This is an optimization exercise on Yosys and OpenROAD, whose aim is small area, not a production implementation.
In this exercise RTL edits were held to simulation tests only and were not proved equivalent to the original.
Power and IR drop assume default switching activity.

### design/flow/config.mk
export PLATFORM = sky130hd
export DESIGN_NAME = running_mean_stddev
export DESIGN_NICKNAME = running_mean_stddev
export VERILOG_FILES = /design/flow/design.v
export SDC_FILE = /design/flow/constraint.sdc
export NUM_CORES = 4
export LEC_CHECK = 0
export CAP_MARGIN = 20
export CORE_MARGIN = 2
export CORE_UTILIZATION = 40
export SLEW_MARGIN = 20
### design/flow/constraint.sdc
create_clock -name core_clock -period 11.0 [get_ports {aclk}]
set_input_delay 2.2000 -clock core_clock [delete_from_list [all_inputs] [get_ports {aclk}]]
set_output_delay 2.2000 -clock core_clock [all_outputs]
set_load 0.01 [all_outputs]
### design/flow/design.v
package rms_pkg;
    localparam int CNT_W  = 17;
    localparam int SUM_W  = 32;
    localparam int SQ_W   = 47;
endpackage
module running_mean_stddev #(
    parameter int MAX_COUNT   = 65536,
    parameter int FRAC_BITS   = 16
) (
    input  logic        aclk,
    input  logic        aresetn,
    input  logic        s_axis_tvalid,
    output logic        s_axis_tready,
    input  logic [15:0] s_axis_tdata,    
    input  logic        s_axis_tlast,
    output logic        m_axis_tvalid,
    input  logic        m_axis_tready,
    output logic [87:0] m_axis_tdata,    
    input  logic        psel,
    input  logic        penable,
    input  logic        pwrite,
    input  logic [1:0]  paddr,
    input  logic [31:0] pwdata,
    output logic [31:0] prdata,
    output logic        pready
);
    logic [16:0]        cnt;
    logic [31:0]        sum;
    logic [46:0]        sq;
    logic               ovf;
    logic               mode;
    logic               busy, valid;
    logic               accept, go, take;
    logic signed [15:0] xg;
    logic [2:0]         pc, pc_n;          
    logic [16:0]        cnt_n;
    logic [31:0]        sum_n;
    logic [46:0]        sq_n;
    logic               ovf_n;
    assign pready = 1'b1;
    assign prdata = {31'd0, mode};
    assign s_axis_tready = ~(s_axis_tlast & (busy | valid));
    assign accept = s_axis_tvalid & s_axis_tready;
    assign go     = accept & s_axis_tlast;
    assign take   = accept & ~cnt[16];
    assign xg     = take ? s_axis_tdata : 16'd0;
    rms_add #(.W(17)) u_cnt (.a(cnt), .b(17'd0), .ci(take), .s(cnt_n), .co());
    logic        sum_c16, sum_up, sum_dn;
    logic [15:0] sum_p1, sum_p0;
    rms_add #(.W(16)) u_sum (.a(sum[15:0]), .b(xg), .ci(1'b0), .s(sum_n[15:0]), .co(sum_c16));
    assign sum_up = sum_c16 & ~xg[15];
    assign sum_dn = ~sum_c16 & xg[15];
    assign sum_p1[0] = 1'b1;
    assign sum_p0[0] = 1'b1;
    for (genvar k = 1; k < 16; k++) begin : g_sum_hi
        assign sum_p1[k] = sum_p1[k-1] & sum[15+k];
        assign sum_p0[k] = sum_p0[k-1] & ~sum[15+k];
    end
    assign sum_n[31:16] = sum[31:16] ^ (({16{sum_up}} & sum_p1) | ({16{sum_dn}} & sum_p0));
    rms_sqacc u_sqacc (
        .a(xg), .sq(sq), .pc(pc), .sq_n(sq_n), .pc_n(pc_n)
    );
    assign ovf_n  = ovf | (accept & cnt[16]);
    always_ff @(posedge aclk) begin
        if (!aresetn || go) begin
            cnt <= '0;
            sum <= '0;
            sq  <= '0;
            pc  <= '0;
            ovf <= 1'b0;
        end else begin
            cnt <= cnt_n;
            sum <= sum_n;
            sq  <= sq_n;
            pc  <= pc_n;
            ovf <= ovf_n;
        end
    end
    always_ff @(posedge aclk) begin
        if (!aresetn) mode <= 1'b0;
        else if (psel && penable && pwrite && paddr == 2'd0) mode <= pwdata[0];
    end
    logic [7:0]  t, t_n;
    logic [16:0] N;
    logic        OVF, NEG;
    logic [15:0] RM;         
    logic [31:0] MB;         
    logic [63:0] X;          
    logic [33:0] R;
    logic [33:0] DR;         
    logic        brw, seen, mreg;
    logic [2:0]  PC;
    logic        qc;
    rms_add #(.W(8)) u_t (.a(t), .b(8'd0), .ci(1'b1), .s(t_n), .co());
    logic ph0, pY, pQ, pM, pD, pDiv, pSq, sqB, fin, tlastdiv;
    assign ph0  = busy & (t[7:6] == 2'b00);
    assign pY   = ph0 & ~t[5];
    assign pD   = ph0 & t[5] & (t[4:0] >= 5'd15);
    assign pQ   = ph0 & ~pD;
    assign pM   = busy & (t[7:5] == 3'b010);
    assign pDiv = busy & (t[7:6] == 2'b01);
    assign pSq  = busy & (t[7:6] == 2'b10);
    assign sqB  = t[0];
    assign tlastdiv = (t[5:0] == 6'd63);
    assign fin  = busy & (t == 8'd191);
    logic [31:0] mp_in;
    logic        m_eff;
    logic [16:0] nm_in;
    assign mp_in = sum_n ^ {32{sum_n[31]}};
    assign m_eff = mode & (cnt != 17'd0);
    assign nm_in = m_eff ? (cnt[16] ? 17'h0FFFF : cnt) : cnt_n;
    logic [31:0] mp;
    logic        s_nx, seen_nx, m_nx;
    assign mp      = {RM, MB[31:16]};
    assign s_nx    = mp[t_n[4:0]] ^ NEG;
    assign seen_nx = seen | mreg;
    assign m_nx    = s_nx ^ (NEG & seen_nx);
    logic inj, qb;
    assign inj  = (t == 8'd11 && PC[0]) || (t == 8'd22 && PC[1]) || (t == 8'd32 && PC[2]);
    assign qb   = X[0] ^ inj ^ qc;
    logic        bm, cmp;
    logic [33:0] bb, sa, rn;
    logic        ca, ge;
    logic [31:0] ya;
    assign bm  = mreg & pY;
    assign bb  = ph0 ? {2'b00, (bm ? mp : 32'd0)} : ~DR;
    rms_adds #(.W(34), .L(19)) u_sa (.a(R), .b(bb), .ci(ph0 ? (bm & NEG) : 1'b1),
                                     .s(sa), .co(ca));
    assign ya  = sa[31:0];
    assign ge  = ca;
    assign cmp = ge && !(pSq && !sqB);
    assign rn  = cmp ? sa : R;
    logic [15:0] xa_a;
    logic        xa_m;
    logic [16:0] r2m, ab_a, ab_b, xa;
    logic        gem;
    assign xa_a = pQ ? X[62:47] : DR[32:17];
    assign xa_m = pQ ? qb : DR[0];
    assign r2m  = {RM, MB[31]};
    assign ab_a = ph0 ? {1'b0, xa_a} : r2m;
    assign ab_b = ph0 ? (xa_m ? N : 17'd0) : ~N;
    rms_add #(.W(17)) u_xa (.a(ab_a), .b(ab_b), .ci(~ph0), .s(xa), .co(gem));
    logic xbit, ybit, abit, brw_n;
    assign xbit  = pQ ? xa[0] : X[47];
    assign ybit  = ya[0];
    assign abit  = xbit ^ ybit ^ brw;
    assign brw_n = (~xbit & (ybit | brw)) | (ybit & brw);
    always_ff @(posedge aclk) begin
        if (!aresetn) begin
            busy  <= 1'b0;
            valid <= 1'b0;
        end else begin
            if (go) busy <= 1'b1;
            else if (fin) busy <= 1'b0;
            if (fin) valid <= 1'b1;
            else if (m_axis_tready) valid <= 1'b0;
        end
    end
    always_ff @(posedge aclk) begin
        if (go) t <= '0;
        else t <= t_n;
    end
    always_ff @(posedge aclk) begin
        if (go) begin
            N   <= cnt_n;
            OVF <= ovf_n;
            NEG <= sum_n[31];
            PC  <= pc_n;
        end
    end
    always_ff @(posedge aclk) begin
        if (go) begin
            RM <= mp_in[31:16];
            MB <= {mp_in[15:0], (sum_n[31] & ~cnt[16]) ? ~cnt[15:0] : 16'd0};
        end else if (pM) begin
            RM <= gem ? xa[15:0] : r2m[15:0];
            MB <= {MB[30:0], gem ^ NEG};
        end
    end
    always_ff @(posedge aclk) begin
        if (go) begin
            seen <= 1'b0;
            mreg <= sum_n[0];
            brw  <= 1'b0;
            qc   <= 1'b0;
        end else if (ph0) begin
            qc <= (X[0] & inj) | (qc & (X[0] ^ inj));
            if (pY) begin
                seen <= seen_nx;
                mreg <= m_nx;
            end
            brw <= brw_n;
        end
    end
    always_ff @(posedge aclk) begin
        if (go) X <= {17'd0, sq_n};
        else if (pQ) X <= {1'b0, xa[16:1], pY & abit, X[46:1]};
        else if (pD) X <= {X[0], X[63:48], pY & abit, X[46:1]};
        else X <= {X[62:15], ge, X[13:0], X[63]};
    end
    always_ff @(posedge aclk) begin
        if (go) R <= '0;
        else if (ph0) R <= {1'b0, abit & ~pY, sa[32:2], (t[5:0] == 6'd63) ? X[15] : sa[1]};
        else if (pDiv && tlastdiv) R <= '0;
        else R <= {rn[32:0], X[13]};
    end
    always_ff @(posedge aclk) begin
        if (go) DR <= {17'd0, nm_in};
        else if (pD) DR <= {1'b0, xa, DR[16:1]};
        else if (pDiv && tlastdiv) DR <= 34'd1;
        else if (pSq && sqB) DR[33:2] <= {DR[32:2], ge};
    end
    assign m_axis_tvalid = valid;
    assign m_axis_tdata  = {5'd0,
                            OVF ? 2'd2 : (N[16:1] == 16'd0 ? 2'd1 : 2'd0),
                            N, DR[33:2], MB};
endmodule
module rms_add #(
    parameter int W = 8
) (
    input  logic [W-1:0] a,
    input  logic [W-1:0] b,
    input  logic         ci,
    output logic [W-1:0] s,
    output logic         co
);
    logic [W:0] c;
    assign c[0] = ci;
    for (genvar i = 0; i < W; i++) begin : g_bit
        assign s[i]   = a[i] ^ b[i] ^ c[i];
        assign c[i+1] = (a[i] & b[i]) | (c[i] & (a[i] ^ b[i]));
    end
    assign co = c[W];
endmodule
module rms_adds #(
    parameter int W = 32,
    parameter int L = 16
) (
    input  logic [W-1:0] a,
    input  logic [W-1:0] b,
    input  logic         ci,
    output logic [W-1:0] s,
    output logic         co
);
    logic         c_lo, co0;
    logic [W-L-1:0] u0;
    rms_add #(.W(L)) u_lo (.a(a[L-1:0]), .b(b[L-1:0]), .ci(ci), .s(s[L-1:0]), .co(c_lo));
    rms_add #(.W(W-L)) u_hi (.a(a[W-1:L]), .b(b[W-1:L]), .ci(1'b0), .s(u0), .co(co0));
    assign s[W-1:L] = u0 + {{(W-L-1){1'b0}}, c_lo};
    assign co = co0 | (c_lo & (&u0));
endmodule
module rms_sqacc (
    input  logic [15:0]   a,
    input  logic [46:0]   sq,
    input  logic [2:0]    pc,
    output logic [46:0]   sq_n,
    output logic [2:0]    pc_n
);
    wire l1 = (a[0]);
    wire l2 = (a[1]);
    wire l3 = (a[2]);
    wire l4 = (a[3]);
    wire l5 = (a[4]);
    wire l6 = (a[5]);
    wire l7 = (a[6]);
    wire l8 = (a[7]);
    wire l9 = (a[8]);
    wire l10 = (a[9]);
    wire l11 = (a[10]);
    wire l12 = (a[11]);
    wire l13 = (a[12]);
    wire l14 = (a[13]);
    wire l15 = (a[14]);
    wire l16 = (a[15]);
    wire l17 = (a[0] & a[1]);
    wire l18 = (a[0] & a[2]);
    wire l19 = (a[0] & a[3]);
    wire l20 = (a[0] & a[4]);
    wire l21 = (a[0] & a[5]);
    wire l22 = (a[0] & a[6]);
    wire l23 = (a[0] & a[7]);
    wire l24 = (a[0] & a[8]);
    wire l25 = (a[0] & a[9]);
    wire l26 = (a[0] & a[10]);
    wire l27 = (a[0] & a[11]);
    wire l28 = (a[0] & a[12]);
    wire l29 = (a[0] & a[13]);
    wire l30 = (a[0] & a[14]);
    wire l31 = (a[1] & a[2]);
    wire l32 = (a[1] & a[3]);
    wire l33 = (a[1] & a[4]);
    wire l34 = (a[1] & a[5]);
    wire l35 = (a[1] & a[6]);
    wire l36 = (a[1] & a[7]);
    wire l37 = (a[1] & a[8]);
    wire l38 = (a[1] & a[9]);
    wire l39 = (a[1] & a[10]);
    wire l40 = (a[1] & a[11]);
    wire l41 = (a[1] & a[12]);
    wire l42 = (a[1] & a[13]);
    wire l43 = (a[1] & a[14]);
    wire l44 = (a[2] & a[3]);
    wire l45 = (a[2] & a[4]);
    wire l46 = (a[2] & a[5]);
    wire l47 = (a[2] & a[6]);
    wire l48 = (a[2] & a[7]);
    wire l49 = (a[2] & a[8]);
    wire l50 = (a[2] & a[9]);
    wire l51 = (a[2] & a[10]);
    wire l52 = (a[2] & a[11]);
    wire l53 = (a[2] & a[12]);
    wire l54 = (a[2] & a[13]);
    wire l55 = (a[2] & a[14]);
    wire l56 = (a[3] & a[4]);
    wire l57 = (a[3] & a[5]);
    wire l58 = (a[3] & a[6]);
    wire l59 = (a[3] & a[7]);
    wire l60 = (a[3] & a[8]);
    wire l61 = (a[3] & a[9]);
    wire l62 = (a[3] & a[10]);
    wire l63 = (a[3] & a[11]);
    wire l64 = (a[3] & a[12]);
    wire l65 = (a[3] & a[13]);
    wire l66 = (a[3] & a[14]);
    wire l67 = (a[4] & a[5]);
    wire l68 = (a[4] & a[6]);
    wire l69 = (a[4] & a[7]);
    wire l70 = (a[4] & a[8]);
    wire l71 = (a[4] & a[9]);
    wire l72 = (a[4] & a[10]);
    wire l73 = (a[4] & a[11]);
    wire l74 = (a[4] & a[12]);
    wire l75 = (a[4] & a[13]);
    wire l76 = (a[4] & a[14]);
    wire l77 = (a[5] & a[6]);
    wire l78 = (a[5] & a[7]);
    wire l79 = (a[5] & a[8]);
    wire l80 = (a[5] & a[9]);
    wire l81 = (a[5] & a[10]);
    wire l82 = (a[5] & a[11]);
    wire l83 = (a[5] & a[12]);
    wire l84 = (a[5] & a[13]);
    wire l85 = (a[5] & a[14]);
    wire l86 = (a[6] & a[7]);
    wire l87 = (a[6] & a[8]);
    wire l88 = (a[6] & a[9]);
    wire l89 = (a[6] & a[10]);
    wire l90 = (a[6] & a[11]);
    wire l91 = (a[6] & a[12]);
    wire l92 = (a[6] & a[13]);
    wire l93 = (a[6] & a[14]);
    wire l94 = (a[7] & a[8]);
    wire l95 = (a[7] & a[9]);
    wire l96 = (a[7] & a[10]);
    wire l97 = (a[7] & a[11]);
    wire l98 = (a[7] & a[12]);
    wire l99 = (a[7] & a[13]);
    wire l100 = (a[7] & a[14]);
    wire l101 = (a[8] & a[9]);
    wire l102 = (a[8] & a[10]);
    wire l103 = (a[8] & a[11]);
    wire l104 = (a[8] & a[12]);
    wire l105 = (a[8] & a[13]);
    wire l106 = (a[8] & a[14]);
    wire l107 = (a[9] & a[10]);
    wire l108 = (a[9] & a[11]);
    wire l109 = (a[9] & a[12]);
    wire l110 = (a[9] & a[13]);
    wire l111 = (a[9] & a[14]);
    wire l112 = (a[10] & a[11]);
    wire l113 = (a[10] & a[12]);
    wire l114 = (a[10] & a[13]);
    wire l115 = (a[10] & a[14]);
    wire l116 = (a[11] & a[12]);
    wire l117 = (a[11] & a[13]);
    wire l118 = (a[11] & a[14]);
    wire l119 = (a[12] & a[13]);
    wire l120 = (a[12] & a[14]);
    wire l121 = (a[13] & a[14]);
    wire l122 = (~(a[15] & a[0]));
    wire l123 = (~(a[15] & a[1]));
    wire l124 = (~(a[15] & a[2]));
    wire l125 = (~(a[15] & a[3]));
    wire l126 = (~(a[15] & a[4]));
    wire l127 = (~(a[15] & a[5]));
    wire l128 = (~(a[15] & a[6]));
    wire l129 = (~(a[15] & a[7]));
    wire l130 = (~(a[15] & a[8]));
    wire l131 = (~(a[15] & a[9]));
    wire l132 = (~(a[15] & a[10]));
    wire l133 = (~(a[15] & a[11]));
    wire l134 = (~(a[15] & a[12]));
    wire l135 = (~(a[15] & a[13]));
    wire l136 = (~(a[15] & a[14]));
    wire s137 = sq[16] ^ l9 ^ l43;
    wire c138 = (sq[16] & l9) | (l43 & (sq[16] ^ l9));
    wire s139 = sq[10] ^ l6;
    wire c140 = sq[10] & l6;
    wire s141 = sq[11] ^ l26;
    wire c142 = sq[11] & l26;
    wire s143 = sq[12] ^ l7 ^ l27;
    wire c144 = (sq[12] & l7) | (l27 & (sq[12] ^ l7));
    wire s145 = l39 ^ l50;
    wire c146 = l39 & l50;
    wire s147 = sq[13] ^ l28 ^ l40;
    wire c148 = (sq[13] & l28) | (l40 & (sq[13] ^ l28));
    wire s149 = l51 ^ l61;
    wire c150 = l51 & l61;
    wire s151 = sq[14] ^ l8 ^ l29;
    wire c152 = (sq[14] & l8) | (l29 & (sq[14] ^ l8));
    wire s153 = l41 ^ l52 ^ l62;
    wire c154 = (l41 & l52) | (l62 & (l41 ^ l52));
    wire s155 = l71 ^ l79;
    wire c156 = l71 & l79;
    wire s157 = sq[15] ^ l30 ^ l42;
    wire c158 = (sq[15] & l30) | (l42 & (sq[15] ^ l30));
    wire s159 = l53 ^ l63 ^ l72;
    wire c160 = (l53 & l63) | (l72 & (l53 ^ l63));
    wire s161 = l80 ^ l87;
    wire c162 = l80 & l87;
    wire s163 = s137 ^ l54 ^ l64;
    wire c164 = (s137 & l54) | (l64 & (s137 ^ l54));
    wire s165 = l73 ^ l81 ^ l88;
    wire c166 = (l73 & l81) | (l88 & (l73 ^ l81));
    wire s167 = l94 ^ l122 ^ 1'b1;
    wire c168 = (l94 & l122) | (1'b1 & (l94 ^ l122));
    wire s169 = sq[17] ^ l55 ^ l65;
    wire c170 = (sq[17] & l55) | (l65 & (sq[17] ^ l55));
    wire s171 = l74 ^ l82 ^ l89;
    wire c172 = (l74 & l82) | (l89 & (l74 ^ l82));
    wire s173 = l95 ^ l123 ^ c138;
    wire c174 = (l95 & l123) | (c138 & (l95 ^ l123));
    wire s175 = sq[18] ^ l10 ^ l66;
    wire c176 = (sq[18] & l10) | (l66 & (sq[18] ^ l10));
    wire s177 = l75 ^ l83 ^ l90;
    wire c178 = (l75 & l83) | (l90 & (l75 ^ l83));
    wire s179 = l96 ^ l101 ^ l124;
    wire c180 = (l96 & l101) | (l124 & (l96 ^ l101));
    wire s181 = sq[19] ^ l76 ^ l84;
    wire c182 = (sq[19] & l76) | (l84 & (sq[19] ^ l76));
    wire s183 = l91 ^ l97 ^ l102;
    wire c184 = (l91 & l97) | (l102 & (l91 ^ l97));
    wire s185 = sq[20] ^ l11 ^ l85;
    wire c186 = (sq[20] & l11) | (l85 & (sq[20] ^ l11));
    wire s187 = l92 ^ l98 ^ l103;
    wire c188 = (l92 & l98) | (l103 & (l92 ^ l98));
    wire s189 = sq[21] ^ l93 ^ l99;
    wire c190 = (sq[21] & l93) | (l99 & (sq[21] ^ l93));
    wire s191 = sq[22] ^ l12 ^ l100;
    wire c192 = (sq[22] & l12) | (l100 & (sq[22] ^ l12));
    wire s193 = sq[6] ^ l4;
    wire c194 = sq[6] & l4;
    wire s195 = sq[7] ^ l22;
    wire c196 = sq[7] & l22;
    wire s197 = sq[8] ^ l5 ^ l23;
    wire c198 = (sq[8] & l5) | (l23 & (sq[8] ^ l5));
    wire s199 = l35 ^ l46;
    wire c200 = l35 & l46;
    wire s201 = sq[9] ^ l24 ^ l36;
    wire c202 = (sq[9] & l24) | (l36 & (sq[9] ^ l24));
    wire s203 = l47 ^ l57;
    wire c204 = l47 & l57;
    wire s205 = s139 ^ l25 ^ l37;
    wire c206 = (s139 & l25) | (l37 & (s139 ^ l25));
    wire s207 = l48 ^ l58 ^ l67;
    wire c208 = (l48 & l58) | (l67 & (l48 ^ l58));
    wire s209 = s141 ^ l38 ^ l49;
    wire c210 = (s141 & l38) | (l49 & (s141 ^ l38));
    wire s211 = l59 ^ l68 ^ c140;
    wire c212 = (l59 & l68) | (c140 & (l59 ^ l68));
    wire s213 = s143 ^ s145 ^ l60;
    wire c214 = (s143 & s145) | (l60 & (s143 ^ s145));
    wire s215 = l69 ^ l77 ^ c142;
    wire c216 = (l69 & l77) | (c142 & (l69 ^ l77));
    wire s217 = s147 ^ s149 ^ l70;
    wire c218 = (s147 & s149) | (l70 & (s147 ^ s149));
    wire s219 = l78 ^ c144 ^ c146;
    wire c220 = (l78 & c144) | (c146 & (l78 ^ c144));
    wire s221 = s151 ^ s153 ^ s155;
    wire c222 = (s151 & s153) | (s155 & (s151 ^ s153));
    wire s223 = l86 ^ c148 ^ c150;
    wire c224 = (l86 & c148) | (c150 & (l86 ^ c148));
    wire s225 = s157 ^ s159 ^ s161;
    wire c226 = (s157 & s159) | (s161 & (s157 ^ s159));
    wire s227 = c152 ^ c154 ^ c156;
    wire c228 = (c152 & c154) | (c156 & (c152 ^ c154));
    wire s229 = s163 ^ s165 ^ s167;
    wire c230 = (s163 & s165) | (s167 & (s163 ^ s165));
    wire s231 = c158 ^ c160 ^ c162;
    wire c232 = (c158 & c160) | (c162 & (c158 ^ c160));
    wire s233 = s169 ^ s171 ^ s173;
    wire c234 = (s169 & s171) | (s173 & (s169 ^ s171));
    wire s235 = c164 ^ c166 ^ c168;
    wire c236 = (c164 & c166) | (c168 & (c164 ^ c166));
    wire s237 = s175 ^ s177 ^ s179;
    wire c238 = (s175 & s177) | (s179 & (s175 ^ s177));
    wire s239 = c170 ^ c172 ^ c174;
    wire c240 = (c170 & c172) | (c174 & (c170 ^ c172));
    wire s241 = s181 ^ s183 ^ l125;
    wire c242 = (s181 & s183) | (l125 & (s181 ^ s183));
    wire s243 = c176 ^ c178 ^ c180;
    wire c244 = (c176 & c178) | (c180 & (c176 ^ c178));
    wire s245 = s185 ^ s187 ^ l107;
    wire c246 = (s185 & s187) | (l107 & (s185 ^ s187));
    wire s247 = l126 ^ c182 ^ c184;
    wire c248 = (l126 & c182) | (c184 & (l126 ^ c182));
    wire s249 = s189 ^ l104 ^ l108;
    wire c250 = (s189 & l104) | (l108 & (s189 ^ l104));
    wire s251 = l127 ^ c186 ^ c188;
    wire c252 = (l127 & c186) | (c188 & (l127 ^ c186));
    wire s253 = s191 ^ l105 ^ l109;
    wire c254 = (s191 & l105) | (l109 & (s191 ^ l105));
    wire s255 = l112 ^ l128 ^ c190;
    wire c256 = (l112 & l128) | (c190 & (l112 ^ l128));
    wire s257 = sq[23] ^ l106 ^ l110;
    wire c258 = (sq[23] & l106) | (l110 & (sq[23] ^ l106));
    wire s259 = l113 ^ l129 ^ c192;
    wire c260 = (l113 & l129) | (c192 & (l113 ^ l129));
    wire s261 = sq[24] ^ l13 ^ l111;
    wire c262 = (sq[24] & l13) | (l111 & (sq[24] ^ l13));
    wire s263 = l114 ^ l116 ^ l130;
    wire c264 = (l114 & l116) | (l130 & (l114 ^ l116));
    wire s265 = sq[25] ^ l115 ^ l117;
    wire c266 = (sq[25] & l115) | (l117 & (sq[25] ^ l115));
    wire s267 = sq[26] ^ l14 ^ l118;
    wire c268 = (sq[26] & l14) | (l118 & (sq[26] ^ l14));
    wire s269 = sq[4] ^ l3;
    wire c270 = sq[4] & l3;
    wire s271 = sq[5] ^ l20;
    wire c272 = sq[5] & l20;
    wire s273 = s193 ^ l21 ^ l33;
    wire c274 = (s193 & l21) | (l33 & (s193 ^ l21));
    wire s275 = s195 ^ l34 ^ l45;
    wire c276 = (s195 & l34) | (l45 & (s195 ^ l34));
    wire s277 = s197 ^ s199 ^ l56;
    wire c278 = (s197 & s199) | (l56 & (s197 ^ s199));
    wire s279 = s201 ^ s203 ^ c198;
    wire c280 = (s201 & s203) | (c198 & (s201 ^ s203));
    wire s281 = s205 ^ s207 ^ c202;
    wire c282 = (s205 & s207) | (c202 & (s205 ^ s207));
    wire s283 = s209 ^ s211 ^ c206;
    wire c284 = (s209 & s211) | (c206 & (s209 ^ s211));
    wire s285 = s213 ^ s215 ^ c210;
    wire c286 = (s213 & s215) | (c210 & (s213 ^ s215));
    wire s287 = s217 ^ s219 ^ c214;
    wire c288 = (s217 & s219) | (c214 & (s217 ^ s219));
    wire s289 = s221 ^ s223 ^ c218;
    wire c290 = (s221 & s223) | (c218 & (s221 ^ s223));
    wire s291 = s225 ^ s227 ^ c222;
    wire c292 = (s225 & s227) | (c222 & (s225 ^ s227));
    wire s293 = s229 ^ s231 ^ c226;
    wire c294 = (s229 & s231) | (c226 & (s229 ^ s231));
    wire s295 = s233 ^ s235 ^ c230;
    wire c296 = (s233 & s235) | (c230 & (s233 ^ s235));
    wire s297 = s237 ^ s239 ^ c234;
    wire c298 = (s237 & s239) | (c234 & (s237 ^ s239));
    wire s299 = s241 ^ s243 ^ c238;
    wire c300 = (s241 & s243) | (c238 & (s241 ^ s243));
    wire s301 = s245 ^ s247 ^ c242;
    wire c302 = (s245 & s247) | (c242 & (s245 ^ s247));
    wire s303 = s249 ^ s251 ^ c246;
    wire c304 = (s249 & s251) | (c246 & (s249 ^ s251));
    wire s305 = s253 ^ s255 ^ c250;
    wire c306 = (s253 & s255) | (c250 & (s253 ^ s255));
    wire s307 = s257 ^ s259 ^ c254;
    wire c308 = (s257 & s259) | (c254 & (s257 ^ s259));
    wire s309 = s261 ^ s263 ^ c258;
    wire c310 = (s261 & s263) | (c258 & (s261 ^ s263));
    wire s311 = s265 ^ l131 ^ c262;
    wire c312 = (s265 & l131) | (c262 & (s265 ^ l131));
    wire s313 = s267 ^ l119 ^ l132;
    wire c314 = (s267 & l119) | (l132 & (s267 ^ l119));
    wire s315 = sq[27] ^ l120 ^ l133;
    wire c316 = (sq[27] & l120) | (l133 & (sq[27] ^ l120));
    wire s317 = sq[28] ^ l15 ^ l121;
    wire c318 = (sq[28] & l15) | (l121 & (sq[28] ^ l15));
    wire s319 = sq[2] ^ l2;
    wire c320 = sq[2] & l2;
    wire s321 = sq[3] ^ l18;
    wire c322 = sq[3] & l18;
    wire s323 = s269 ^ l19 ^ l31;
    wire c324 = (s269 & l19) | (l31 & (s269 ^ l19));
    wire s325 = s271 ^ l32 ^ c270;
    wire c326 = (s271 & l32) | (c270 & (s271 ^ l32));
    wire s327 = s273 ^ l44 ^ c272;
    wire c328 = (s273 & l44) | (c272 & (s273 ^ l44));
    wire s329 = s275 ^ c194 ^ c274;
    wire c330 = (s275 & c194) | (c274 & (s275 ^ c194));
    wire s331 = s277 ^ c196 ^ c276;
    wire c332 = (s277 & c196) | (c276 & (s277 ^ c196));
    wire s333 = s279 ^ c200 ^ c278;
    wire c334 = (s279 & c200) | (c278 & (s279 ^ c200));
    wire s335 = s281 ^ c204 ^ c280;
    wire c336 = (s281 & c204) | (c280 & (s281 ^ c204));
    wire s337 = s283 ^ c208 ^ c282;
    wire c338 = (s283 & c208) | (c282 & (s283 ^ c208));
    wire s339 = s285 ^ c212 ^ c284;
    wire c340 = (s285 & c212) | (c284 & (s285 ^ c212));
    wire s341 = s287 ^ c216 ^ c286;
    wire c342 = (s287 & c216) | (c286 & (s287 ^ c216));
    wire s343 = s289 ^ c220 ^ c288;
    wire c344 = (s289 & c220) | (c288 & (s289 ^ c220));
    wire s345 = s291 ^ c224 ^ c290;
    wire c346 = (s291 & c224) | (c290 & (s291 ^ c224));
    wire s347 = s293 ^ c228 ^ c292;
    wire c348 = (s293 & c228) | (c292 & (s293 ^ c228));
    wire s349 = s295 ^ c232 ^ c294;
    wire c350 = (s295 & c232) | (c294 & (s295 ^ c232));
    wire s351 = s297 ^ c236 ^ c296;
    wire c352 = (s297 & c236) | (c296 & (s297 ^ c236));
    wire s353 = s299 ^ c240 ^ c298;
    wire c354 = (s299 & c240) | (c298 & (s299 ^ c240));
    wire s355 = s301 ^ c244 ^ c300;
    wire c356 = (s301 & c244) | (c300 & (s301 ^ c244));
    wire s357 = s303 ^ c248 ^ c302;
    wire c358 = (s303 & c248) | (c302 & (s303 ^ c248));
    wire s359 = s305 ^ c252 ^ c304;
    wire c360 = (s305 & c252) | (c304 & (s305 ^ c252));
    wire s361 = s307 ^ c256 ^ c306;
    wire c362 = (s307 & c256) | (c306 & (s307 ^ c256));
    wire s363 = s309 ^ c260 ^ c308;
    wire c364 = (s309 & c260) | (c308 & (s309 ^ c260));
    wire s365 = s311 ^ c264 ^ c310;
    wire c366 = (s311 & c264) | (c310 & (s311 ^ c264));
    wire s367 = s313 ^ c266 ^ c312;
    wire c368 = (s313 & c266) | (c312 & (s313 ^ c266));
    wire s369 = s315 ^ c268 ^ c314;
    wire c370 = (s315 & c268) | (c314 & (s315 ^ c268));
    wire s371 = s317 ^ l134 ^ c316;
    wire c372 = (s317 & l134) | (c316 & (s317 ^ l134));
    wire s373 = sq[29] ^ l135 ^ c318;
    wire c374 = (sq[29] & l135) | (c318 & (sq[29] ^ l135));
    wire s375 = sq[30] ^ l16 ^ l136;
    wire c376 = (sq[30] & l16) | (l136 & (sq[30] ^ l16));
    wire s377 = sq[31] ^ 1'b1;
    wire c378 = sq[31] & 1'b1;
    wire s379 = sq[32] ^ 1'b1;
    wire c380 = sq[32] & 1'b1;
    wire s381 = sq[33] ^ 1'b1;
    wire c382 = sq[33] & 1'b1;
    wire s383 = sq[34] ^ 1'b1;
    wire c384 = sq[34] & 1'b1;
    wire s385 = sq[35] ^ 1'b1;
    wire c386 = sq[35] & 1'b1;
    wire s387 = sq[36] ^ 1'b1;
    wire c388 = sq[36] & 1'b1;
    wire s389 = sq[37] ^ 1'b1;
    wire c390 = sq[37] & 1'b1;
    wire s391 = sq[38] ^ 1'b1;
    wire c392 = sq[38] & 1'b1;
    wire s393 = sq[39] ^ 1'b1;
    wire c394 = sq[39] & 1'b1;
    wire s395 = sq[40] ^ 1'b1;
    wire c396 = sq[40] & 1'b1;
    wire s397 = sq[41] ^ 1'b1;
    wire c398 = sq[41] & 1'b1;
    wire s399 = sq[42] ^ 1'b1;
    wire c400 = sq[42] & 1'b1;
    wire s401 = sq[43] ^ 1'b1;
    wire c402 = sq[43] & 1'b1;
    wire s403 = sq[44] ^ 1'b1;
    wire c404 = sq[44] & 1'b1;
    wire s405 = sq[45] ^ 1'b1;
    wire c406 = sq[45] & 1'b1;
    wire s407 = sq[46] ^ 1'b1;
    wire c408 = sq[46] & 1'b1;
    wire s409 = sq[0] ^ l1;
    wire c410 = sq[0] & l1;
    wire s411 = sq[1] ^ c410;
    wire c412 = sq[1] & c410;
    wire s413 = s319 ^ l17 ^ c412;
    wire c414 = (s319 & l17) | (c412 & (s319 ^ l17));
    wire s415 = s321 ^ c320 ^ c414;
    wire c416 = (s321 & c320) | (c414 & (s321 ^ c320));
    wire s417 = s323 ^ c322 ^ c416;
    wire c418 = (s323 & c322) | (c416 & (s323 ^ c322));
    wire s419 = s325 ^ c324 ^ c418;
    wire c420 = (s325 & c324) | (c418 & (s325 ^ c324));
    wire s421 = s327 ^ c326 ^ c420;
    wire c422 = (s327 & c326) | (c420 & (s327 ^ c326));
    wire s423 = s329 ^ c328 ^ c422;
    wire c424 = (s329 & c328) | (c422 & (s329 ^ c328));
    wire s425 = s331 ^ c330 ^ c424;
    wire c426 = (s331 & c330) | (c424 & (s331 ^ c330));
    wire s427 = s333 ^ c332 ^ c426;
    wire c428 = (s333 & c332) | (c426 & (s333 ^ c332));
    wire s429 = s335 ^ c334 ^ c428;
    wire c430 = (s335 & c334) | (c428 & (s335 ^ c334));
    wire s431 = s337 ^ c336 ^ pc[0];
    wire c432 = (s337 & c336) | (pc[0] & (s337 ^ c336));
    wire s433 = s339 ^ c338 ^ c432;
    wire c434 = (s339 & c338) | (c432 & (s339 ^ c338));
    wire s435 = s341 ^ c340 ^ c434;
    wire c436 = (s341 & c340) | (c434 & (s341 ^ c340));
    wire s437 = s343 ^ c342 ^ c436;
    wire c438 = (s343 & c342) | (c436 & (s343 ^ c342));
    wire s439 = s345 ^ c344 ^ c438;
    wire c440 = (s345 & c344) | (c438 & (s345 ^ c344));
    wire s441 = s347 ^ c346 ^ c440;
    wire c442 = (s347 & c346) | (c440 & (s347 ^ c346));
    wire s443 = s349 ^ c348 ^ c442;
    wire c444 = (s349 & c348) | (c442 & (s349 ^ c348));
    wire s445 = s351 ^ c350 ^ c444;
    wire c446 = (s351 & c350) | (c444 & (s351 ^ c350));
    wire s447 = s353 ^ c352 ^ c446;
    wire c448 = (s353 & c352) | (c446 & (s353 ^ c352));
    wire s449 = s355 ^ c354 ^ c448;
    wire c450 = (s355 & c354) | (c448 & (s355 ^ c354));
    wire s451 = s357 ^ c356 ^ c450;
    wire c452 = (s357 & c356) | (c450 & (s357 ^ c356));
    wire s453 = s359 ^ c358 ^ pc[1];
    wire c454 = (s359 & c358) | (pc[1] & (s359 ^ c358));
    wire s455 = s361 ^ c360 ^ c454;
    wire c456 = (s361 & c360) | (c454 & (s361 ^ c360));
    wire s457 = s363 ^ c362 ^ c456;
    wire c458 = (s363 & c362) | (c456 & (s363 ^ c362));
    wire s459 = s365 ^ c364 ^ c458;
    wire c460 = (s365 & c364) | (c458 & (s365 ^ c364));
    wire s461 = s367 ^ c366 ^ c460;
    wire c462 = (s367 & c366) | (c460 & (s367 ^ c366));
    wire s463 = s369 ^ c368 ^ c462;
    wire c464 = (s369 & c368) | (c462 & (s369 ^ c368));
    wire s465 = s371 ^ c370 ^ c464;
    wire c466 = (s371 & c370) | (c464 & (s371 ^ c370));
    wire s467 = s373 ^ c372 ^ c466;
    wire c468 = (s373 & c372) | (c466 & (s373 ^ c372));
    wire s469 = s375 ^ c374 ^ c468;
    wire c470 = (s375 & c374) | (c468 & (s375 ^ c374));
    wire s471 = s377 ^ c376 ^ c470;
    wire c472 = (s377 & c376) | (c470 & (s377 ^ c376));
    wire s473 = s379 ^ c378 ^ pc[2];
    wire c474 = (s379 & c378) | (pc[2] & (s379 ^ c378));
    wire s475 = s381 ^ c380 ^ c474;
    wire c476 = (s381 & c380) | (c474 & (s381 ^ c380));
    wire s477 = s383 ^ c382 ^ c476;
    wire c478 = (s383 & c382) | (c476 & (s383 ^ c382));
    wire s479 = s385 ^ c384 ^ c478;
    wire c480 = (s385 & c384) | (c478 & (s385 ^ c384));
    wire s481 = s387 ^ c386 ^ c480;
    wire c482 = (s387 & c386) | (c480 & (s387 ^ c386));
    wire s483 = s389 ^ c388 ^ c482;
    wire c484 = (s389 & c388) | (c482 & (s389 ^ c388));
    wire s485 = s391 ^ c390 ^ c484;
    wire c486 = (s391 & c390) | (c484 & (s391 ^ c390));
    wire s487 = s393 ^ c392 ^ c486;
    wire c488 = (s393 & c392) | (c486 & (s393 ^ c392));
    wire s489 = s395 ^ c394 ^ c488;
    wire c490 = (s395 & c394) | (c488 & (s395 ^ c394));
    wire s491 = s397 ^ c396 ^ c490;
    wire c492 = (s397 & c396) | (c490 & (s397 ^ c396));
    wire s493 = s399 ^ c398 ^ c492;
    wire c494 = (s399 & c398) | (c492 & (s399 ^ c398));
    wire s495 = s401 ^ c400 ^ c494;
    wire c496 = (s401 & c400) | (c494 & (s401 ^ c400));
    wire s497 = s403 ^ c402 ^ c496;
    wire c498 = (s403 & c402) | (c496 & (s403 ^ c402));
    wire s499 = s405 ^ c404 ^ c498;
    wire c500 = (s405 & c404) | (c498 & (s405 ^ c404));
    wire s501 = s407 ^ c406 ^ c500;
    wire c502 = (s407 & c406) | (c500 & (s407 ^ c406));
    assign sq_n[0] = s409;
    assign sq_n[1] = s411;
    assign sq_n[2] = s413;
    assign sq_n[3] = s415;
    assign sq_n[4] = s417;
    assign sq_n[5] = s419;
    assign sq_n[6] = s421;
    assign sq_n[7] = s423;
    assign sq_n[8] = s425;
    assign sq_n[9] = s427;
    assign sq_n[10] = s429;
    assign sq_n[11] = s431;
    assign sq_n[12] = s433;
    assign sq_n[13] = s435;
    assign sq_n[14] = s437;
    assign sq_n[15] = s439;
    assign sq_n[16] = s441;
    assign sq_n[17] = s443;
    assign sq_n[18] = s445;
    assign sq_n[19] = s447;
    assign sq_n[20] = s449;
    assign sq_n[21] = s451;
    assign sq_n[22] = s453;
    assign sq_n[23] = s455;
    assign sq_n[24] = s457;
    assign sq_n[25] = s459;
    assign sq_n[26] = s461;
    assign sq_n[27] = s463;
    assign sq_n[28] = s465;
    assign sq_n[29] = s467;
    assign sq_n[30] = s469;
    assign sq_n[31] = s471;
    assign sq_n[32] = s473;
    assign sq_n[33] = s475;
    assign sq_n[34] = s477;
    assign sq_n[35] = s479;
    assign sq_n[36] = s481;
    assign sq_n[37] = s483;
    assign sq_n[38] = s485;
    assign sq_n[39] = s487;
    assign sq_n[40] = s489;
    assign sq_n[41] = s491;
    assign sq_n[42] = s493;
    assign sq_n[43] = s495;
    assign sq_n[44] = s497;
    assign sq_n[45] = s499;
    assign sq_n[46] = s501;
    assign pc_n[0] = c430;
    assign pc_n[1] = c452;
    assign pc_n[2] = c472;
endmodule
### design/flow/flow/run.sh
#!/bin/bash
# The standard layout (standard.sh) with these changes:
#  - after the standard synthesis, flow/invopt.py removes inverters around the
#    full adders (a full adder is self-dual) and merges gate+inverter pairs
#    into complement gates; then flow/reabc.py has Yosys map the
#    combinational cells again with the synthesis's ABC command but the ABC
#    script flow/abc_reabc.script (two syn2/dch/nf rounds, then ORFS's
#    buffering and sizing), while
#    registers, full/half adders and tie cells stay as they are;
#  - each port's buffer is the smallest buffer cell (every port still gets its
#    own buffer);
#  - the constant outputs share one tie cell per value (no tie fanout repair);
#  - clock tree synthesis inserts no dummy loads and uses clkbuf_8 with
#    clusters of at most 18 sinks.
# Logs here: synth_make.log, invopt.log, reabc.log, flow_make.log; each
# tool's full log is under orfs/logs/.
set -euo pipefail
RES="$PWD/orfs/results/$FLOW_PLATFORM/running_mean_stddev/base"
LOGS="$PWD/orfs/logs/$FLOW_PLATFORM/running_mean_stddev/base"
YOSYS="$FLOW_HOME/../tools/install/yosys/bin/yosys"
bash standard.sh "$RES/1_2_yosys.v" > synth_make.log 2>&1
cp "$RES/1_2_yosys.v" "$RES/1_2_yosys.std.v"
python3 flow/invopt.py "$RES/1_2_yosys.std.v" "$RES/1_2_yosys.inv.v" > invopt.log 2>&1
python3 flow/reabc.py --script flow/abc_reabc.script "$LOGS/1_2_yosys.log" "$RES/1_2_yosys.inv.v" "$RES/1_2_yosys.abc.v" "$FLOW_TOP" > reabc.ys
"$YOSYS" -s reabc.ys > reabc.log 2>&1
cp "$RES/1_2_yosys.abc.v" "$RES/1_2_yosys.v"
export SKIP_REPAIR_TIE_FANOUT=1
export BUFFER_PORTS_ARGS="-buffer_cell sky130_fd_sc_hd__buf_1"
export CTS_ARGS="-sink_clustering_enable -repair_clock_nets -dont_use_dummy_load -buf_list sky130_fd_sc_hd__clkbuf_8 -sink_clustering_size 18 -sink_clustering_max_diameter 60"
bash standard.sh finish > flow_make.log 2>&1
### design/flow/flow/abc_reabc.script
&get -n
&st
&syn2
&dch
&nf
&st
&syn2
&dch
&nf
&put
buffer -c
topo
stime -c
upsize -c
dnsize -c
### design/flow/flow/invopt.py
#!/usr/bin/env python3
"""Remove inverters around full adders in a Yosys-written gate netlist.

A full adder is self-dual: FA(~a, ~b, ~c) = (~sum, ~cout). The script strips
every inverter, chooses for each full adder whether it runs on true or on
complemented values so that as few nets as possible need a complement, then
puts back one inverter per net whose complement some pin needs. Then a gate
whose only load is an inverter is replaced by its complement gate (nand2 and
inverter become and2, and so on). Registers stay as they are, and the netlist
does the same as before.

usage: invopt.py IN.v OUT.v
"""
import random
import re
import sys
from collections import defaultdict

INV_RE = re.compile(r"sky130_fd_sc_hd__(inv|clkinv)_\d+$")
FA_RE = re.compile(r"sky130_fd_sc_hd__fa_\d+$")
OUT_PINS = {"X", "Y", "Q", "Q_N", "SUM", "COUT", "HI", "LO"}
FA_IN = ("A", "B", "CIN")
FA_OUT = ("SUM", "COUT")

src = open(sys.argv[1]).read()
m = re.search(r"\bmodule\s+(\S+)\s*\((.*?)\);", src, re.S)
body_start = m.end()
body_end = src.rindex("endmodule")
header = src[:body_start]
body = src[body_start:body_end]

cell_re = re.compile(r"^(\s*)(sky130_fd_sc_hd__\w+)\s+(\S+)\s*\((.*?)\);[ \t]*$", re.S | re.M)
pin_re = re.compile(r"\.(\w+)\(\s*(.*?)\s*\)\s*(?:,|$)", re.S)


def norm(n):
    return n.replace(" ", "")


cells = {}
order = []
other = []
pos = 0
for cm in cell_re.finditer(body):
    other.append(body[pos:cm.start()])
    pos = cm.end()
    typ, name, pins = cm.group(2), cm.group(3), cm.group(4)
    cells[name] = [typ, {p: norm(n) for p, n in pin_re.findall(pins)}]
    order.append(name)
    other.append(None)
other.append(body[pos:])

# nets read by assign statements or that are ports: keep their values exactly
fixed = set()
for piece in other:
    if piece is None:
        continue
    for am in re.finditer(r"assign\s+(.*?)\s*=\s*(.*?);", piece, re.S):
        for side in am.groups():
            for tok in re.findall(r"(\\\S+|[A-Za-z_][\w$]*(?:\s*\[\d+(?::\d+)?\])?)", side):
                fixed.add(norm(tok))
for p in re.findall(r"\b(?:input|output|inout)\b[^;]*?(\\\S+|\w+)\s*;", body):
    fixed.add(p)


def is_fixed(n):
    return n in fixed or re.sub(r"\[\d+\]$", "", n) in fixed


drv = {}
for name, (typ, pm) in cells.items():
    for p, n in pm.items():
        if p in OUT_PINS:
            drv[n] = (name, p)


def root(n):
    """(root net, parity) through any chain of inverters."""
    par = 0
    seen = set()
    while True:
        d = drv.get(n)
        if d is None or not INV_RE.match(cells[d[0]][0]) or d[0] in seen:
            return n, par
        seen.add(d[0])
        n = cells[d[0]][1]["A"]
        par ^= 1


inv_cells = [c for c, (t, _) in cells.items() if INV_RE.match(t)]
# every load pin of a non-inverter cell, and every fixed net, as (root, parity)
pins = []          # (cell or None, pin, root, parity)
for name, (typ, pm) in cells.items():
    if INV_RE.match(typ):
        continue
    for p, n in pm.items():
        if p in OUT_PINS or n.startswith("1'"):
            continue
        r, par = root(n)
        pins.append((name, p, r, par))
fixed_drv = []     # fixed nets driven by inverters: keep a driver for them
for c in inv_cells:
    y = cells[c][1]["Y"]
    if is_fixed(y):
        r, par = root(y)
        pins.append((None, y, r, par))

fas = [c for c, (t, _) in cells.items() if FA_RE.match(t)]
fa_idx = {c: i for i, c in enumerate(fas)}
src_fa = {}        # root net -> fa index driving it
for c in fas:
    for p in FA_OUT:
        src_fa[cells[c][1][p]] = fa_idx[c]

pol = [0] * len(fas)
need = defaultdict(int)      # root -> number of pins that need its complement
by_fa = defaultdict(list)    # fa index -> pin indices it affects


def req(i):
    c, p, r, par = pins[i]
    v = par
    if c is not None and c in fa_idx and p in FA_IN:
        v ^= pol[fa_idx[c]]
    if r in src_fa:
        v ^= pol[src_fa[r]]
    return v


for i, (c, p, r, par) in enumerate(pins):
    if c is not None and c in fa_idx and p in FA_IN:
        by_fa[fa_idx[c]].append(i)
    if r in src_fa:
        by_fa[src_fa[r]].append(i)
    need[r] += req(i)


def cost():
    return sum(1 for r, k in need.items() if k > 0)


def delta(f):
    """Change in cost if full adder f flips."""
    d = defaultdict(int)
    for i in by_fa[f]:
        c, p, r, par = pins[i]
        # a pin touched twice (FA output feeding the same FA) flips twice
        d[r] += 1 - 2 * req(i)
    dc = 0
    for r, k in d.items():
        # pins counted twice in by_fa contribute twice, which nets out below
        old = need[r]
        new = old + k
        dc += (new > 0) - (old > 0)
    return dc, d


def apply(f, d):
    for i in by_fa[f]:
        pass
    for r, k in d.items():
        need[r] += k
    pol[f] ^= 1


# pins that appear twice in by_fa[f] (an FA output looping into the same FA)
# would be counted twice by delta; those do not occur in adder trees, but guard
for f, lst in by_fa.items():
    if len(lst) != len(set(lst)):
        by_fa[f] = list(dict.fromkeys(lst))
        for i in set(lst):
            c, p, r, par = pins[i]
            if (c is not None and c in fa_idx and fa_idx[c] == f and p in FA_IN
                    and r in src_fa and src_fa[r] == f):
                by_fa[f].remove(i)     # its requirement does not change

start = cost()
best = start
best_pol = list(pol)
import math
rng = random.Random(1)
cur = start
T0, T1, SW = 2.0, 0.05, 400
for sweep in range(SW):
    temp = T0 * (T1 / T0) ** (sweep / (SW - 1))
    idx = list(range(len(fas)))
    rng.shuffle(idx)
    for f in idx:
        dc, d = delta(f)
        if dc <= 0 or rng.random() < math.exp(-dc / temp):
            apply(f, d)
            cur += dc
            if cur < best:
                best = cur
                best_pol = list(pol)
pol[:] = best_pol
need.clear()
for i in range(len(pins)):
    need[pins[i][2]] += req(i)
sys.stderr.write(f"invopt: {len(inv_cells)} inverters before, {cost()} after, {sum(pol)} of {len(fas)} adders flipped\n")

# ---- rebuild --------------------------------------------------------------------
for c in inv_cells:
    del cells[c]
uid = [0]


def fresh(tag):
    uid[0] += 1
    return f"_invopt_{tag}{uid[0]}_"


# flipped adders drive new nets carrying the complement of the old root nets
flipped_out = {}   # root -> new net driven by a flipped adder (carries ~root)
for f, c in enumerate(fas):
    if pol[f]:
        for p in FA_OUT:
            r = cells[c][1][p]
            nn = fresh("n")
            cells[c][1][p] = nn
            flipped_out[r] = nn
new_cells = []
t_made = set()
c_made = {}


def add_cell(typ, a, y):
    name = fresh("i")
    cells[name] = [typ, {"A": a, "X" if "buf" in typ else "Y": y}]
    new_cells.append(name)


def T(r):
    """A net carrying the root's own value."""
    if r in flipped_out and r not in t_made:
        add_cell("sky130_fd_sc_hd__inv_1", flipped_out[r], r)
        t_made.add(r)
    return r


def C(r):
    """A net carrying the root's complement."""
    if r in flipped_out:
        return flipped_out[r]
    if r not in c_made:
        nn = fresh("n")
        add_cell("sky130_fd_sc_hd__inv_1", r, nn)
        c_made[r] = nn
    return c_made[r]


for i, (c, p, r, par) in enumerate(pins):
    if c is None:
        # fixed net p must carry root ^ par
        if r in flipped_out:
            add_cell("sky130_fd_sc_hd__buf_1" if par else "sky130_fd_sc_hd__inv_1", flipped_out[r], p)
        else:
            add_cell("sky130_fd_sc_hd__inv_1" if par else "sky130_fd_sc_hd__buf_1", r, p)
        continue
    want = par
    if c in fa_idx and p in FA_IN:
        want ^= pol[fa_idx[c]]
    cells[c][1][p] = C(r) if want else T(r)
order.extend(new_cells)

# ---- peephole: a gate whose only load is an inverter becomes its complement ----
COMP = {
    "nand2_1": ("and2_1", "X"), "and2_1": ("nand2_1", "Y"), "and2_0": ("nand2_1", "Y"),
    "nor2_1": ("or2_1", "X"), "or2_1": ("nor2_1", "Y"), "or2_0": ("nor2_1", "Y"),
    "nand3_1": ("and3_1", "X"), "and3_1": ("nand3_1", "Y"),
    "nor3_1": ("or3_1", "X"), "or3_1": ("nor3_1", "Y"),
    "nand4_1": ("and4_1", "X"), "and4_1": ("nand4_1", "Y"),
    "xor2_1": ("xnor2_1", "Y"), "xnor2_1": ("xor2_1", "X"),
}
PFX = "sky130_fd_sc_hd__"
n_peep = 0
changed = True
while changed:
    changed = False
    drv2 = {}
    lds = defaultdict(list)
    for name, (typ, pm) in cells.items():
        for p, n in pm.items():
            if p in OUT_PINS:
                drv2[n] = name
            else:
                lds[n].append(name)
    for name in list(cells):
        if name not in cells:
            continue
        typ, pm = cells[name]
        if not INV_RE.match(typ):
            continue
        a = pm["A"]
        d = drv2.get(a)
        if d is None or d not in cells:
            continue
        dt, dpm = cells[d]
        base = dt[len(PFX):]
        if base not in COMP or is_fixed(a) or len(lds[a]) != 1:
            continue
        out_old = "Y" if "Y" in dpm else "X"
        newt, out_new = COMP[base]
        y = pm["Y"]
        del dpm[out_old]
        dpm[out_new] = y
        cells[d][0] = PFX + newt
        del cells[name]
        n_peep += 1
        changed = True
        break
sys.stderr.write(f"invopt: {n_peep} gate+inverter pairs merged\n")

new_wires = sorted({n for _, pm in cells.values() for n in pm.values() if n.startswith("_invopt")})
res = [header, "\n"] + [f"  wire {w};\n" for w in new_wires]
oi = 0
emitted = set()


def emit(name):
    typ, pm = cells[name]
    pstr = ",\n".join(f"    .{p}({n}{' ' if n.startswith(chr(92)) else ''})" for p, n in pm.items())
    return f"  {typ} {name} (\n{pstr}\n  );"


for piece in other:
    if piece is not None:
        res.append(piece)
    else:
        name = order[oi]
        oi += 1
        if name in cells:
            res.append(emit(name))
            emitted.add(name)
for name in order:
    if name in cells and name not in emitted:
        res.append(emit(name) + "\n")
res.append(src[body_end:])
open(sys.argv[2], "w").write("".join(res))
### design/flow/flow/reabc.py
#!/usr/bin/env python3
"""Write a Yosys script that maps a gate netlist's combinational cells again
with the same ABC command the standard synthesis ran (its script, liberty,
dont-use list, driver/load constraints and period, read from the synthesis
log), while every register, full adder, half adder and tie cell stays as it is
(a black box); then tie cells and pass-through buffers go in as in ORFS's
synthesis.

With --script FILE that ABC script replaces the synthesis's one.

usage: reabc.py [--script FILE] SYNTH_LOG IN.v OUT.v TOP > script.ys
"""
import re
import shlex
import sys

argv = sys.argv[1:]
script = None
if argv and argv[0] == "--script":
    script = argv[1]
    argv = argv[2:]
log, src, dst, top = argv[:4]
abc_cmd = None
for line in open(log):
    if line.startswith("abc -script "):
        abc_cmd = line.strip()
if abc_cmd is None:
    sys.exit("no abc command in " + log)
args = shlex.split(abc_cmd)
if script is not None:
    import os
    args[args.index("-script") + 1] = os.path.abspath(script)
    abc_cmd = " ".join(shlex.quote(a) for a in args)
libs = [args[i + 1] for i, a in enumerate(args) if a == "-liberty"]
used = set(re.findall(r"\b(sky130_fd_sc_hd__\w+)\s+\S+\s*\(", open(src).read()))
keep = sorted(c for c in used if re.search(r"__(df|edf|sdf|dl|fa_|ha_|conb)", c))
for lib in libs:
    print(f"read_liberty -ignore_miss_func {lib}")
for c in keep:
    print(f"setattr -mod -set blackbox 1 {c}")
print(f"read_verilog {src}")
print(f"hierarchy -check -top {top}")
print("flatten")
print("opt_clean -purge")
print(abc_cmd)
print("splitnets")
print("opt_clean -purge")
print("hilomap -singleton -hicell sky130_fd_sc_hd__conb_1 HI -locell sky130_fd_sc_hd__conb_1 LO")
print("insbuf -buf sky130_fd_sc_hd__buf_4 A X")
print("opt_clean -purge")
print(f"write_verilog -noattr -nohex -nodec {dst}")
### design/flow/standard.sh
#!/bin/bash
# synth_recipe.tcl (not shown) runs the flow's synth.tcl, then flattens the netlist and writes it again
# the make line also repeats each setting of config.mk as NAME=value (left out here)
make -C /OpenROAD-flow-scripts/flow DESIGN_CONFIG=/design/flow/config.mk WORK_HOME=/design/flow/orfs CLKGATE_MAP_FILE= SYNTH_SCRIPT=/design/flow/synth_recipe.tcl "${@:-finish}"
==> impl_metrics.env, run 1 <==
export IMPL_nNetsFinal=2342
export IMPL_max_freq_mhz=93.1
export IMPL_dp_cells=2660
export IMPL_first_global_vias=15500
export IMPL_overflow=0
export IMPL_clkTransAtPathRegs_ps=70
export IMPL_r2r_end="R[30]"
export IMPL_fin_crit_ps=10740
export IMPL_hold_viol_final=0
export IMPL_crit_path_frequent_cell="fa_2"
export IMPL_r2r_start="busy"
export IMPL_layout_cells_non_filler=2691
export IMPL_ant_nets=0
export IMPL_cp_data_required_time_ps=11310
export IMPL_final_cell_mix="o21ai_0 (246), dfxtp_1 (228), fa_1 (200)"
export IMPL_crit_start="s_axis_tlast"
export IMPL_initial_core_util_pct=40.5
export IMPL_slowest_stage="or4b_4"
export IMPL_end_kind="register"
export IMPL_die_w_um=229
export IMPL_io_pins=181
export IMPL_avgSynthCellArea_um2=9.75
export IMPL_antenna_found_initial=0
export IMPL_critical_path_top_delay_family="adder cells"
export IMPL_drc=0
export IMPL_period_share_pct=97.6
export IMPL_layout_commonest_cell="o21ai_0"
export IMPL_row_count=82
export IMPL_cellLeakagePower_uw=0.00866
export IMPL_hold_buffers=0
export IMPL_worst_path_stages=33
export IMPL_areaGrowthSynthToFinish_pct=4.59
export IMPL_vias_per_cell=5.60
export IMPL_drtIter0Drc=1421
export IMPL_grt_pass1_wl_um=87600
export IMPL_finalSetupViolCount=0
export IMPL_drive_above_1_share_pct=7.28
export IMPL_maxSlewHeadroom_pct=40.0
export IMPL_critPathBufInv=4
export IMPL_reg2reg_depth=33
export IMPL_wl_per_cell_um=20.3
export IMPL_status="complete, no violations"
export IMPL_cts_resized=0
export IMPL_gp_congestion=0.923
export IMPL_insertion_delay_ps=660
export IMPL_ys_warn_count=1
export IMPL_tightestPinTransition_ps=900
export IMPL_critical_path_class="primary input to register"
export IMPL_dieArea_um2=52600
export IMPL_cts_setup_buffers=0
export IMPL_cpPeakStageDelay_ps=510
export IMPL_root_buffer="clkbuf_8"
export IMPL_cap_viol_max_count=0
export IMPL_wirelength_um=54600
export IMPL_drt_pass1_iterations=5
export IMPL_dr_total_vias=15100
export IMPL_cts_buffer_depth=3
export IMPL_port_buffer_count=112
export IMPL_worstSetupStartpointType="primary input"
export IMPL_ir_worst_vdd_uv=112
export IMPL_rsz0062_at_grt="no"
export IMPL_slew_viol_final=0
export IMPL_fp_coreArea_um2=50200
export IMPL_tns_ps=0
export IMPL_worstHoldPathCells=2
export IMPL_dp_hpwl_um=39200
export IMPL_p_per_area_nw_per_um2=224
export IMPL_fin_worst_skew_ps=79.3
export IMPL_syn_inst=2081
export IMPL_cts_tree="built"
export IMPL_syn_area_um2=20300
export IMPL_worst_path_max_fanout=16
export IMPL_cts_buffers=31
export IMPL_htreeDepth=1
export IMPL_die_h_um=229
export IMPL_diodes=0
export IMPL_grt_usage_pct=21.0
export IMPL_r2r_slack_ps=430
export IMPL_cp_endpoint="MB[28]"
export IMPL_arrival_ps=11040
export IMPL_hp_class="register to register"
export IMPL_grt_max_degree=95
export IMPL_cts_num_sinks=317
==> registers in the layout, summed over array words and instances, names as in the netlist, 17 cells and up <==
signal,count
DR,34
R,34
sum,32
MB,32
X,64
sq,47
N,17
cnt,17
==> worst min-delay path by stage <==
| stage | start | to | slack (ps) |
|---|---|---|---|
| 2_1_floorplan | seen | seen | 440 |
| 3_3_place_gp | seen | seen | 470 |
| 3_5_place_dp | seen | seen | 470 |
| 4_1_cts | X[58] | X[57] | 500 |
| 5_1_grt | X[22] | X[21] | 530 |
| 6_report | X[25] | X[24] | 490 |
==> tightest hold or removal path: stages, from the launching register on <==
cell and delay [ps]:
dfxtp_1 310, nor2_1 90, o21ai_0 80
==> stage by stage <==
step	hold WS [ps]	area (µm²)	utilization, %	total power (µW)	setup WS, ps
after detailed placement	473	20800	41.4	4120	-370
final	494	21200	42.3	4760	264
after global routing	532	21200	42.3	5220	26.4
after CTS	495	21200	42.3	4790	286
after global placement	470	20800	41.4	4060	-296
after floorplan	442	20500	-	3480	-128
==> where the power goes <==
group	internal, µW	switching, µW	leakage (µW)
combinational	1080	1320	0.00573
clock	249	404	0.000223
sequential	1510	208	0.00271
total	2840	1930	0.00866
==> routing by layer <==
metal  vias up  global-route usage (%)  wire length (µm)
met3        91                    3.98              4580
met5         -                       0                 0
met2       584                    33.1             24900
li1       6873                       -                 -
met1      7514                    29.3             23800
met4         0                    6.11              1410
==> final cells by class <==
cell class	instances	area, µm²
Fill cell	4843	28900
Multi-Input combinational cell	1434	11500
Sequential cell	317	7230
Timing Repair Buffer	172	947
Tap cell	672	841
Clock buffer	31	427
Inverter	65	251
==> run 2: changes to the inputs <==
==> design/flow/run.sh (new file) <==
#!/bin/bash
# synth_recipe.tcl (not shown) runs the flow's synth.tcl, then flattens the netlist and writes it again
# the make line also repeats each setting of config.mk as NAME=value (left out here)
make -C /OpenROAD-flow-scripts/flow DESIGN_CONFIG=/design/flow/config.mk WORK_HOME=/design/flow/orfs CLKGATE_MAP_FILE= SYNTH_SCRIPT=/design/flow/synth_recipe.tcl finish
--- a/design/flow/config.mk
+++ b/design/flow/config.mk
@@ -10,2 +10,5 @@
 export CORE_UTILIZATION = 40
+export CTS_BUF_LIST = sky130_fd_sc_hd__clkbuf_8
+export CTS_CLUSTER_DIAMETER = 50
+export CTS_CLUSTER_SIZE = 16
 export SLEW_MARGIN = 20
removed: design/flow/flow/run.sh
removed: design/flow/flow/abc_reabc.script
removed: design/flow/flow/invopt.py
removed: design/flow/flow/reabc.py
removed: design/flow/standard.sh
==> impl_metrics.env, run 2 <==
export IMPL_wl_per_cell_um=19.7
export IMPL_port_buffer_count=112
export IMPL_tns_ps=0
export IMPL_grt_max_degree=94
export IMPL_async_flop_share_pct=0
export IMPL_cpPeakStageDelay_ps=470
export IMPL_met1_usage_pct=30.3
export IMPL_dp_cells=2886
export IMPL_cts_tree="built"
export IMPL_finalSetupViolCount=0
export IMPL_cap_viol_max_count=0
export IMPL_final_cell_mix="nand2_1 (305), dfxtp_1 (229), fa_1 (212)"
export IMPL_die_h_um=232
export IMPL_die_w_um=232
export IMPL_worstSetupStartpointType="register"
export IMPL_period_share_pct=96.9
export IMPL_hold_end="X[28]"
export IMPL_cellLeakagePower_uw=0.0103
export IMPL_worstHoldPathCells=2
export IMPL_cts_buffers=37
export IMPL_max_freq_mhz=93.8
export IMPL_dieArea_um2=53900
export IMPL_synth_edff_count=88
export IMPL_fin_worst_skew_ps=58.5
export IMPL_insertion_delay_ps=630
export IMPL_cp_data_required_time_ps=11460
export IMPL_clkTransAtPathRegs_ps=90
export IMPL_r2r_start="t[7]"
export IMPL_dr_total_vias=15900
export IMPL_vias_per_cell=5.38
export IMPL_arrival_ps=11110
export IMPL_row_count=83
export IMPL_grtUsageMet2_pct=34.9
export IMPL_ir_worst_vdd_uv=190
export IMPL_initial_core_util_pct=40.5
export IMPL_end_kind="register"
export IMPL_cts_buffer_depth=3
export IMPL_synth_seq_cells=317
export IMPL_drtIter0Drc=1221
export IMPL_drc=0
export IMPL_grt_use_met3_pct=3.55
export IMPL_drt_pass1_iterations=6
export IMPL_status="complete, no violations"
export IMPL_r2r_slack_ps=340
export IMPL_synth_area_top_cells="dfxtp_1 (22%), fa_1 (21%), edfxtp_1 (13%)"
export IMPL_nNetsFinal=2573
export IMPL_regMostFlops="X"
export IMPL_ys_warn_count=1
export IMPL_tightestPinTransition_ps=984
export IMPL_fp_coreArea_um2=51400
export IMPL_avgSynthCellArea_um2=9.47
export IMPL_fin_crit_ps=10660
export IMPL_busiest_layer="met2"
export IMPL_crit_path_frequent_cell="fa_1"
export IMPL_yosysTopAreaCellShare_pct=22.0
export IMPL_place_area_um2=22500
export IMPL_io_pins=181
export IMPL_overflow=0
export IMPL_hold_viol_final=0
export IMPL_synth_flop_cell="dfxtp_1"
export IMPL_synth_seq_area_share_pct=34.7
export IMPL_synthTopCellsByCount="nand2_1 (306), dfxtp_1 (229), fa_1 (216), inv_1 (203), nor2_1 (181)"
export IMPL_critical_path_class="register to register"
export IMPL_critPathBufInv=3
export IMPL_grt_pass1_wl_um=92200
export IMPL_hp_class="register to register"
export IMPL_worst_path_max_fanout=29
export IMPL_layout_commonest_cell="nand2_1"
export IMPL_yosysMostFrequentCell="nand2_1"
export IMPL_maxSlewHeadroom_pct=34.4
export IMPL_dp_hpwl_um=42300
export IMPL_reg2reg_depth=31
export IMPL_layout_cells_non_filler=2961
export IMPL_first_global_vias=16200
export IMPL_slowest_stage="fa_1"
export IMPL_yosys_area_top_type="dfxtp_1"
export IMPL_top_regs="X (64), sq (47)"
export IMPL_p_per_area_nw_per_um2=220
export IMPL_rsz0062_at_grt="no"
export IMPL_cts_num_sinks=317
export IMPL_min_from="X[27]"
export IMPL_largest_reg_flops=64
export IMPL_syn_area_um2=20800
export IMPL_slew_viol_final=0
export IMPL_ant_nets=0
export IMPL_critical_path_top_delay_family="adder cells"
export IMPL_gp_congestion=0.873
export IMPL_grt_usage_pct=22.0
export IMPL_r2r_end="R[31]"
export IMPL_syn_inst=2198
export IMPL_final_cell_area_um2=23400
export IMPL_antenna_found_initial=1
export IMPL_htreeDepth=2
export IMPL_wirelength_um=58200
export IMPL_ys_types=62
export IMPL_root_buffer="clkbuf_8"
export IMPL_drive_above_1_share_pct=7.89
export IMPL_areaGrowthSynthToFinish_pct=12.6
-- run 2: metal layers --
metal	up-vias	share of wire, %	routed length (µm)
met2	522	46	27000
met3	104	6.2	3630
li1	7328	-	-
met4	0	3.2	1850
met1	7983	44	25700
met5	-	0	0
-- run 2: area by class of cell --
| cell class | instances | area [µm²] |
|---|---|---|
| tap | 680 | 851 |
| clock buffer | 40 | 551 |
| inverter | 204 | 769 |
| fill | 4944 | 28000 |
| multi-input combinational | 1501 | 12000 |
| clock inverter | 27 | 267 |
| timing repair buffer | 191 | 1800 |
| antenna | 1 | 2.50 |
| sequential | 317 | 7230 |
-- run 2: cell families after synthesis --
| kind of cell | synth area share (%) |
|---|---|
| adders and majority gates | 23.6 |
| other | 0.0361 |
| DFF | 34.7 |
| AOI/OAI and AO/OA | 10.1 |
| and+or+nand+nor | 16.7 |
| muxes | 3.17 |
| xor gates and xnor gates | 2.78 |
| buffers and inverters | 8.95 |
-- run 2: worst max-delay path by stage --
stage	start	to	slack [ps]	depth (start not counted)
2_1_floorplan	s_axis_tlast	MB[26]	340	34
3_3_place_gp	s_axis_tlast	RM[14]	-410	34
3_5_place_dp	s_axis_tlast	RM[11]	-500	34
4_1_cts	s_axis_tlast	RM[11]	150	34
5_1_grt	s_axis_tvalid	RM[13]	20	34
6_report	t[7]	R[31]	340	31
-- run 2: repair_timing --
action / CTS / global route
gates resized for setup: 0 / 11
setup buffers: 0 / 5
hold buffers: 0 / 0
setup endpoints to repair: 0 / 80
hold endpoints to repair: 0 / 0
-- run 2: stage by stage --
| stage | util [%] | worst slack [ps] | hold WS [ps] | total power [µW] |
|---|---|---|---|---|
| after detailed placement | 43.8 | -504 | 456 | 4240 |
| after CTS | 45.4 | 154 | 470 | 5180 |
| after global placement | 43.8 | -414 | 445 | 4160 |
| final | 45.6 | 342 | 464 | 5150 |
| after floorplan | - | 336 | 434 | 3540 |
| after global routing | 45.6 | 22.3 | 488 | 5610 |
-- run 2: power by group --
| part | internal [µW] | switching [µW] | total [µW] |
|---|---|---|---|
| Combinational | 1160 | 1370 | 2530 |
| Sequential | 1500 | 205 | 1710 |
| Clock | 392 | 519 | 912 |
-- run 2: worst register-to-register path, delay by kind of cell (launching register included) --
| kind | cells | cell delay [ps] |
|---|---|---|
| AO/OA/AOI/OAI | 4 | 730 |
| flip-flops | 1 | 370 |
| AND/OR/NAND/NOR | 4 | 680 |
| adder cells (fa/ha/maj) | 19 | 7880 |
| buffers and inverters | 3 | 630 |
| multiplexers | 1 | 230 |

==> afterwards: timing with drivers on the ports <==
In the flow no input, the clock included, has a driving cell. The finished layouts below were timed again as built, in two steps. Step 1 (the two cells are an assumption about what drives the block):
set clk [get_ports {aclk}]
set_driving_cell -lib_cell sky130_fd_sc_hd__clkbuf_16 $clk
set_driving_cell -lib_cell sky130_fd_sc_hd__buf_2 [delete_from_list [all_inputs] $clk]
Step 2 also shifts input and output timing later by t, the mid clock arrival at the registers, as if the neighbouring blocks saw the same clock. Slacks: no drivers / after step 1 / after step 2; pairs: no drivers / after step 1.
run | t (ns) | slack for setup (ns) | hold WS [ns] | slew at the worst register clock pin (ns)
run 1 | 0.675 | 0.264 / 0.294 / -0.382 | 0.494 / 0.494 / 0.494 | 0.12 / 0.12
run 2 | 0.655 | 0.342 / 0.342 / -0.111 | 0.464 / 0.464 / 0.464 | 0.10 / 0.10
With both steps, setup timing fails in run 1 and run 2, where it was met with ideal ports. For run 1, which loses most, drivers alone change the setup slack by +0.030 ns; drivers and shift together by -0.646 ns.
